What follows belongs to an exercise in optimizing a design on an open flow for a short achievable clock period and few clock cycles per item; a production flow would make more cautious choices.
RTL that was checked went through simulation tests only; none was proved equivalent to the original.
Power figures rest on the tool's default switching activity, not on a simulated workload.

before:
==> flow/design.v <==
`default_nettype none
package spk_out_pkg;
    localparam int FLIT_W      = 59;
    localparam int TYPE_W      = 3;
    localparam int ROUTE_W     = 21;
    localparam int TYPE_MSB    = 58;
    localparam int ROUTE_MSB   = 55;
    localparam int ROUTE_LSB   = 35;
    localparam int NEURON_ID_W = 24;
    localparam int CONT_BIT = 0;
    localparam int DST_ADDR_W = 4;
    localparam int DST_DEPTH  = 16;
    localparam int FIFO_ADDR_W = 1;
    localparam int FIFO_DEPTH  = 2;
    localparam int CREDIT_MAX = 15;
    typedef logic [FLIT_W-1:0]      flit_t;
    typedef logic [TYPE_W-1:0]      flit_type_t;
    typedef logic [ROUTE_W-1:0]     route_t;
    typedef logic [NEURON_ID_W-1:0] neuron_id_t;
    typedef logic [DST_ADDR_W-1:0]  dst_addr_t;
    typedef logic [FIFO_ADDR_W-1:0] fifo_addr_t;
    localparam flit_type_t SPIKE    = 3'b000;
    localparam flit_type_t READ     = 3'b111;
endpackage
`default_nettype wire
`timescale 1ns/1ns
`default_nettype none
import spk_out_pkg::*;
module dst_ram (
    input  wire                    clk,
    input  wire                    wr_en,
    input  spk_out_pkg::dst_addr_t wr_addr,
    input  spk_out_pkg::route_t    wr_data,
    input  spk_out_pkg::dst_addr_t rd_addr,
    output spk_out_pkg::route_t    rd_data,
    input  wire                    walk_step,
    input  wire                    walk_busy,
    output spk_out_pkg::route_t    walk_route
);
    spk_out_pkg::route_t  mem  [0:DST_DEPTH-1];
    logic [DST_DEPTH-1:0] last;        
    logic [DST_DEPTH-1:0] last_q;
    logic [DST_DEPTH-1:0] nx;          
    logic [DST_DEPTH-1:0] nx_nxt;
    logic [DST_DEPTH-1:0] nx_first;
    spk_out_pkg::route_t  after;
    always_ff @(posedge clk) begin
        if (wr_en) begin
            mem[wr_addr] <= wr_data;
        end
    end
    always_ff @(posedge clk) begin
        rd_data <= mem[rd_addr];
    end
    always_comb begin
        for (int i = 0; i < DST_DEPTH; i++) begin
            last[i] = !mem[i][CONT_BIT];
            for (int j = 0; j < i; j++) begin
                if (!mem[j][CONT_BIT]) last[i] = 1'b0;
            end
        end
    end
    always_ff @(posedge clk) begin
        last_q <= last;
    end
    always_comb begin
        after = '0;
        for (int i = 0; i < DST_DEPTH; i++) begin
            after = after | (mem[i] & {ROUTE_W{nx[i]}});
        end
    end
    always_comb begin
        nx_nxt[0] = |(nx & last_q) || (nx[DST_DEPTH-1] && !last_q[DST_DEPTH-1]);
        for (int i = 1; i < DST_DEPTH; i++) begin
            nx_nxt[i] = nx[i-1] && !last_q[i-1];
        end
        nx_first    = '0;
        nx_first[0] = last_q[0];
        nx_first[1] = !last_q[0];
    end
    always_ff @(posedge clk) begin
        if (walk_step) begin
            nx <= nx_nxt;
        end else if (!walk_busy) begin
            nx <= nx_first;
        end
    end
    always_ff @(posedge clk) begin
        if (walk_step) begin
            walk_route <= after;
        end else if (!walk_busy) begin
            walk_route <= mem[0];
        end
    end
endmodule
`default_nettype wire
`timescale 1ns/1ns
`default_nettype none
import spk_out_pkg::*;
module data_fifo (
    input  wire                 clk,
    input  wire                 rst_n,
    input  wire                 wr_en,
    input  wire  [FLIT_W:0]     din,         
    input  wire                 pop,
    output logic                head_v,
    output logic [FLIT_W:0]     head,
    output logic                head_walk,   
    output logic                full
);
    logic [FLIT_W:0]          mem [0:FIFO_DEPTH-1];
    logic [FIFO_DEPTH-1:0]    wr_sel;      
    logic [FIFO_DEPTH-1:0]    rd_sel;      
    logic [FIFO_ADDR_W:0]     count;       
    logic                     nonempty;    
    logic                     take;
    logic                     rd_adv;
    logic [FLIT_W:0]          rd_data;
    logic [FLIT_W:0]          head_nxt;
    logic                     head_v_nxt;
    logic [FIFO_ADDR_W:0]     count_nxt;
    assign take   = !head_v || pop;
    assign rd_adv = take && (nonempty || wr_en);
    always_comb begin
        rd_data = '0;
        for (int i = 0; i < FIFO_DEPTH; i++) begin
            rd_data = rd_data | (mem[i] & {(FLIT_W+1){rd_sel[i]}});
        end
    end
    assign head_nxt   = nonempty ? rd_data : din;
    assign head_v_nxt = (nonempty || wr_en) && (head_v || !pop);
    always_ff @(posedge clk) begin
        for (int i = 0; i < FIFO_DEPTH; i++) begin
            if (wr_en && wr_sel[i]) begin
                mem[i] <= din;
            end
        end
    end
    always_ff @(posedge clk) begin
        if (take) begin
            head <= head_nxt;
        end
    end
    always_comb begin
        count_nxt = count;
        if (wr_en && !take) begin
            count_nxt = count + 1'b1;
        end else if (!wr_en && take && nonempty) begin
            count_nxt = count - 1'b1;
        end
    end
    always_ff @(posedge clk or negedge rst_n) begin
        if (!rst_n) begin
            head_v    <= 1'b0;
            head_walk <= 1'b0;
            wr_sel    <= {{(FIFO_DEPTH-1){1'b0}}, 1'b1};
            rd_sel    <= {{(FIFO_DEPTH-1){1'b0}}, 1'b1};
            count     <= '0;
            nonempty  <= 1'b0;
            full      <= 1'b0;
        end else begin
            if (take) begin
                head_v    <= head_v_nxt;
                head_walk <= head_v_nxt && !head_nxt[FLIT_W];
            end
            if (wr_en) begin
                wr_sel <= {wr_sel[FIFO_DEPTH-2:0], wr_sel[FIFO_DEPTH-1]};
            end
            if (rd_adv) begin
                rd_sel <= {rd_sel[FIFO_DEPTH-2:0], rd_sel[FIFO_DEPTH-1]};
            end
            count    <= count_nxt;
            nonempty <= (count_nxt != '0);
            full     <= ({1'b0, count} + head_v + !full) > FIFO_DEPTH;
        end
    end
endmodule
`default_nettype wire
`timescale 1ns/1ns
`default_nettype none
import spk_out_pkg::*;
module spike_ingress (
    input  wire                     clk,
    input  wire                     rst_n,
    input  wire                     soma_fire,
    input  spk_out_pkg::neuron_id_t neuron_id,
    input  wire                     config_we,
    input  spk_out_pkg::flit_t      config_flit,
    output logic                    config_full,
    output logic                    push,
    output logic                    push_rd,
    output spk_out_pkg::flit_t      push_data,
    input  wire                     pop,
    output logic                    head_v,
    output logic                    head_rd,
    output spk_out_pkg::flit_t      head,
    output logic                    head_walk
);
    assign push      = soma_fire || config_we;
    assign push_data = soma_fire ? {SPIKE, 21'b0, 11'b0, neuron_id} : config_flit;
    assign push_rd   = !soma_fire && (config_flit[TYPE_MSB:ROUTE_MSB+1] == READ);
    data_fifo i_data_fifo (
        .clk         (clk),
        .rst_n       (rst_n),
        .wr_en       (push),
        .din         ({push_rd, push_data}),
        .pop         (pop),
        .head_v      (head_v),
        .head        ({head_rd, head}),
        .head_walk   (head_walk),
        .full        (config_full)
    );
endmodule
`default_nettype wire
`timescale 1ns/1ns
`default_nettype none
import spk_out_pkg::*;
module flit_sender (
    input  wire                     clk,
    input  wire                     rst_n,
    input  wire                     push,
    input  wire                     push_rd,
    input  spk_out_pkg::flit_t      push_data,
    output logic                    pop,
    input  wire                     head_v,
    input  wire                     head_rd,
    input  spk_out_pkg::flit_t      head,
    input  wire                     head_walk,
    input  wire                     credit_in,
    output logic                    flit_out_wr,
    output spk_out_pkg::flit_t      flit_out,
    input  wire                     dst_we,
    input  spk_out_pkg::dst_addr_t  dst_waddr,
    input  spk_out_pkg::route_t     dst_wdata,
    input  wire                     dst_re,
    input  spk_out_pkg::dst_addr_t  dst_raddr,
    output spk_out_pkg::route_t     dst_rdata
);
    logic                    credit_q;
    logic [CREDIT_MAX-1:0]   left;
    logic                    left0_nxt;
    logic                    dst_we_q;
    logic                    no_send;
    logic                    can_send;
    logic                    more;        
    logic                    out_rd;
    spk_out_pkg::flit_t      out_data;
    logic                    adv;
    logic                    last_copy;
    logic                    step;
    spk_out_pkg::route_t     walk_route;
    assign can_send  = !no_send;
    assign out_rd    = head_v ? head_rd : push_rd;
    assign out_data  = head_v ? head : push_data;
    assign adv       = can_send && (head_v || push);
    assign last_copy = out_rd || !walk_route[CONT_BIT];
    assign pop       = adv && last_copy;
    assign step      = can_send && (head_walk || (!head_v && push && !push_rd));
    always_comb begin
        case ({adv, credit_q})
            2'b01:   left0_nxt = 1'b1;
            2'b10:   left0_nxt = left[1];
            default: left0_nxt = left[0];
        endcase
    end
    always_ff @(posedge clk or negedge rst_n) begin
        if (!rst_n) begin
            credit_q    <= 1'b0;
            left        <= '1;
            dst_we_q    <= 1'b0;
            no_send     <= 1'b0;
            flit_out_wr <= 1'b0;
            more        <= 1'b0;
        end else begin
            credit_q    <= credit_in;
            dst_we_q    <= dst_we;
            no_send     <= !(left0_nxt || credit_in) || dst_we || dst_we_q;
            flit_out_wr <= adv;
            case ({adv, credit_q})
                2'b01:   left <= {left[CREDIT_MAX-2:0], 1'b1};
                2'b10:   left <= {1'b0, left[CREDIT_MAX-1:1]};
                default: left <= left;
            endcase
            if (adv) begin
                more <= !last_copy;
            end
        end
    end
    always_ff @(posedge clk) begin
        flit_out[TYPE_MSB:ROUTE_MSB+1] <= out_data[TYPE_MSB:ROUTE_MSB+1];
        flit_out[ROUTE_LSB-1:0]        <= out_data[ROUTE_LSB-1:0];
        flit_out[ROUTE_MSB:ROUTE_LSB]  <= out_rd ? out_data[ROUTE_MSB:ROUTE_LSB] : walk_route;
    end
    dst_ram i_dst_ram (
        .clk        (clk),
        .wr_en      (dst_we),
        .wr_addr    (dst_waddr),
        .wr_data    (dst_wdata),
        .rd_addr    (dst_raddr),
        .rd_data    (dst_rdata),
        .walk_step  (step),
        .walk_busy  (more),
        .walk_route (walk_route)
    );
endmodule
`default_nettype wire
`timescale 1ns/1ns
`default_nettype none
import spk_out_pkg::*;
module spk_out (
    input  wire                     clk,
    input  wire                     rst_n,
    input  wire                     soma_fire,
    input  spk_out_pkg::neuron_id_t neuron_id,
    input  wire                     config_we,
    input  spk_out_pkg::flit_t      config_flit,
    output logic                    config_full,
    input  wire                     credit_in,
    output logic                    flit_out_wr,
    output spk_out_pkg::flit_t      flit_out,
    input  wire                     dst_we,
    input  spk_out_pkg::dst_addr_t  dst_waddr,
    input  spk_out_pkg::route_t     dst_wdata,
    input  wire                     dst_re,
    input  spk_out_pkg::dst_addr_t  dst_raddr,
    output spk_out_pkg::route_t     dst_rdata
);
    logic               push;
    logic               push_rd;
    spk_out_pkg::flit_t push_data;
    logic               pop;
    logic               head_v;
    logic               head_rd;
    spk_out_pkg::flit_t head;
    logic               head_walk;
    spike_ingress i_spike_ingress (
        .clk         (clk),
        .rst_n       (rst_n),
        .soma_fire   (soma_fire),
        .neuron_id   (neuron_id),
        .config_we   (config_we),
        .config_flit (config_flit),
        .config_full (config_full),
        .push        (push),
        .push_rd     (push_rd),
        .push_data   (push_data),
        .pop         (pop),
        .head_v      (head_v),
        .head_rd     (head_rd),
        .head        (head),
        .head_walk   (head_walk)
    );
    flit_sender i_flit_sender (
        .clk         (clk),
        .rst_n       (rst_n),
        .push        (push),
        .push_rd     (push_rd),
        .push_data   (push_data),
        .pop         (pop),
        .head_v      (head_v),
        .head_rd     (head_rd),
        .head        (head),
        .head_walk   (head_walk),
        .credit_in   (credit_in),
        .flit_out_wr (flit_out_wr),
        .flit_out    (flit_out),
        .dst_we      (dst_we),
        .dst_waddr   (dst_waddr),
        .dst_wdata   (dst_wdata),
        .dst_re      (dst_re),
        .dst_raddr   (dst_raddr),
        .dst_rdata   (dst_rdata)
    );
endmodule
`default_nettype wire
make LEC_CHECK=0 ABC_CLOCK_PERIOD_IN_PS=1500 CAP_MARGIN=20 CORE_MARGIN=2 CORE_UTILIZATION=40 SETUP_SLACK_MARGIN=2.5 SLEW_MARGIN=20 finish   # period 4.0 ns
run.sh (not shown) runs the stock make flow with config.mk's settings and CLKGATE_MAP_FILE= SYNTH_SCRIPT=/design/flow/synth_recipe.tcl, a recipe that flattens the netlist after the stock synthesis.
before completed; timing, DRC and antenna clean
Testbench counts of before, summed over its fixed seeds: cycles 4,111, flits 4,071.
The inputs of after differ from those of before as listed below.
==> flow/design.v, changed modules only <==
module dst_ram (
    input  wire                    clk,
    input  wire                    rst_n,
    input  wire                    wr_en,
    input  spk_out_pkg::dst_addr_t wr_addr,
    input  spk_out_pkg::route_t    wr_data,
    input  spk_out_pkg::dst_addr_t rd_addr,
    output spk_out_pkg::route_t    rd_data,
    input  wire                    walk_step,
    input  wire                    walk_busy,
    output spk_out_pkg::route_t    walk_route
);
    spk_out_pkg::route_t  mem  [0:DST_DEPTH-1];
    logic [DST_DEPTH-1:0] last;        
    logic [DST_DEPTH-1:0] last_q;
    logic [DST_DEPTH-1:0] nx;          
    logic [DST_DEPTH-1:0] nx_nxt;
    logic [DST_DEPTH-1:0] nx_first;
    spk_out_pkg::route_t  after;
    always_ff @(posedge clk) begin
        if (wr_en) begin
            mem[wr_addr] <= wr_data;
        end
    end
    always_ff @(posedge clk) begin
        rd_data <= mem[rd_addr];
    end
    always_comb begin
        for (int i = 0; i < DST_DEPTH; i++) begin
            last[i] = !mem[i][CONT_BIT];
            for (int j = 0; j < i; j++) begin
                if (!mem[j][CONT_BIT]) last[i] = 1'b0;
            end
        end
    end
    always_ff @(posedge clk) begin
        last_q <= last;
    end
    always_comb begin
        after = '0;
        for (int i = 0; i < DST_DEPTH; i++) begin
            after = after | (mem[i] & {ROUTE_W{nx[i]}});
        end
    end
    always_comb begin
        nx_nxt[0] = |(nx & last_q) || (nx[DST_DEPTH-1] && !last_q[DST_DEPTH-1]);
        for (int i = 1; i < DST_DEPTH; i++) begin
            nx_nxt[i] = nx[i-1] && !last_q[i-1];
        end
        nx_first    = '0;
        nx_first[0] = last_q[0];
        nx_first[1] = !last_q[0];
    end
    always_ff @(posedge clk or negedge rst_n) begin
        if (!rst_n) begin
            nx <= {{(DST_DEPTH-2){1'b0}}, 2'b10};
        end else if (walk_step) begin
            nx <= nx_nxt;
        end else if (!walk_busy) begin
            nx <= nx_first;
        end
    end
    always_ff @(posedge clk) begin
        if (walk_step) begin
            walk_route <= after;
        end else if (!walk_busy) begin
            walk_route <= mem[0];
        end
    end
endmodule
module flit_sender (
    input  wire                     clk,
    input  wire                     rst_n,
    input  wire                     push,
    input  wire                     push_rd,
    input  spk_out_pkg::flit_t      push_data,
    output logic                    pop,
    input  wire                     head_v,
    input  wire                     head_rd,
    input  spk_out_pkg::flit_t      head,
    input  wire                     head_walk,
    input  wire                     credit_in,
    output logic                    flit_out_wr,
    output spk_out_pkg::flit_t      flit_out,
    input  wire                     dst_we,
    input  spk_out_pkg::dst_addr_t  dst_waddr,
    input  spk_out_pkg::route_t     dst_wdata,
    input  wire                     dst_re,
    input  spk_out_pkg::dst_addr_t  dst_raddr,
    output spk_out_pkg::route_t     dst_rdata
);
    logic                    credit_q;
    logic [CREDIT_MAX-1:0]   left;
    logic                    left0_nxt;
    logic                    dst_we_q;
    logic                    can_send;
    logic                    more;        
    logic                    out_rd;
    spk_out_pkg::flit_t      out_data;
    logic                    adv;
    logic                    last_copy;
    logic                    step;
    spk_out_pkg::route_t     walk_route;
    assign out_rd    = head_v ? head_rd : push_rd;
    assign out_data  = head_v ? head : push_data;
    assign adv       = can_send && (head_v || push);
    assign last_copy = out_rd || !walk_route[CONT_BIT];
    assign pop       = adv && last_copy;
    assign step      = can_send && (head_walk || (!head_v && push && !push_rd));
    always_comb begin
        case ({adv, credit_q})
            2'b01:   left0_nxt = 1'b1;
            2'b10:   left0_nxt = left[1];
            default: left0_nxt = left[0];
        endcase
    end
    always_ff @(posedge clk or negedge rst_n) begin
        if (!rst_n) begin
            credit_q    <= 1'b0;
            left        <= '1;
            dst_we_q    <= 1'b0;
            can_send    <= 1'b1;
            flit_out_wr <= 1'b0;
            more        <= 1'b0;
        end else begin
            credit_q    <= credit_in;
            dst_we_q    <= dst_we;
            can_send    <= (left0_nxt || credit_in) && !dst_we && !dst_we_q;
            flit_out_wr <= adv;
            case ({adv, credit_q})
                2'b01:   left <= {left[CREDIT_MAX-2:0], 1'b1};
                2'b10:   left <= {1'b0, left[CREDIT_MAX-1:1]};
                default: left <= left;
            endcase
            if (adv) begin
                more <= !last_copy;
            end
        end
    end
    always_ff @(posedge clk) begin
        flit_out[TYPE_MSB:ROUTE_MSB+1] <= out_data[TYPE_MSB:ROUTE_MSB+1];
        flit_out[ROUTE_LSB-1:0]        <= out_data[ROUTE_LSB-1:0];
        flit_out[ROUTE_MSB:ROUTE_LSB]  <= out_rd ? out_data[ROUTE_MSB:ROUTE_LSB] : walk_route;
    end
    dst_ram i_dst_ram (
        .clk        (clk),
        .rst_n      (rst_n),
        .wr_en      (dst_we),
        .wr_addr    (dst_waddr),
        .wr_data    (dst_wdata),
        .rd_addr    (dst_raddr),
        .rd_data    (dst_rdata),
        .walk_step  (step),
        .walk_busy  (more),
        .walk_route (walk_route)
    );
endmodule
[summary]
Normalized max-slew margin was lower in before than in after. Power, after and before: higher on before. Summary of after over before: maximum achievable frequency saw a decrease, worst hold slack saw a decrease, design area decreased 1.3%. In after, the post-synthesis compound-gate area fraction came out 0.76 points below the value in before. after against before: sequential share of layout area now sits higher, post-layout worst setup margin now sits lower, synthesized cell count now sits lower. The maximum VDD drop of after was superior to that of before. Compared with before, after shows length of routed met3 wiring that has gone down by more than 10%. The routed wire length in after sits about 2.4% below the value recorded for before. Diff before -> after | share of the final layout cell area in multi-input gates | decrease of 0.55 points.
Function not checked in after: the RTL went through the layout flow alone.

-- re-timing with driven ports --
How much do the figures lean on ideal ports? The routed layouts below were timed once more, with nothing changed but the port constraints. Step 1, drivers: a clkbuf_16 drives clk and a buf_2 each remaining input, both assumed. Step 2 moves the port delays by t, midway between the first and last clock arrival at a register: inputs arrive t later, outputs are due t later. That takes back most of the time a late clock gives input paths. Three values: ideal ports, drivers, drivers and shift; two values: the first two.
| run | t (ns) | setup WS [ns] | hold WS [ns] | worst setup path after step 2 | clock arrival spread, ns |
|---|---|---|---|---|---|
| before | 0.677 | 2.046 / 1.981 / 1.580 | 0.346 / 0.365 / 0.453 | input to register | 0.039 / 0.039 |
| after | 0.673 | 2.007 / 1.969 / 1.391 | 0.331 / 0.315 / 0.373 | input to register | 0.032 / 0.032 |
After both steps every run listed still meets setup and hold. The setup slack of after, which loses most, moves by -0.038 ns with the drivers and by -0.616 ns with both steps.
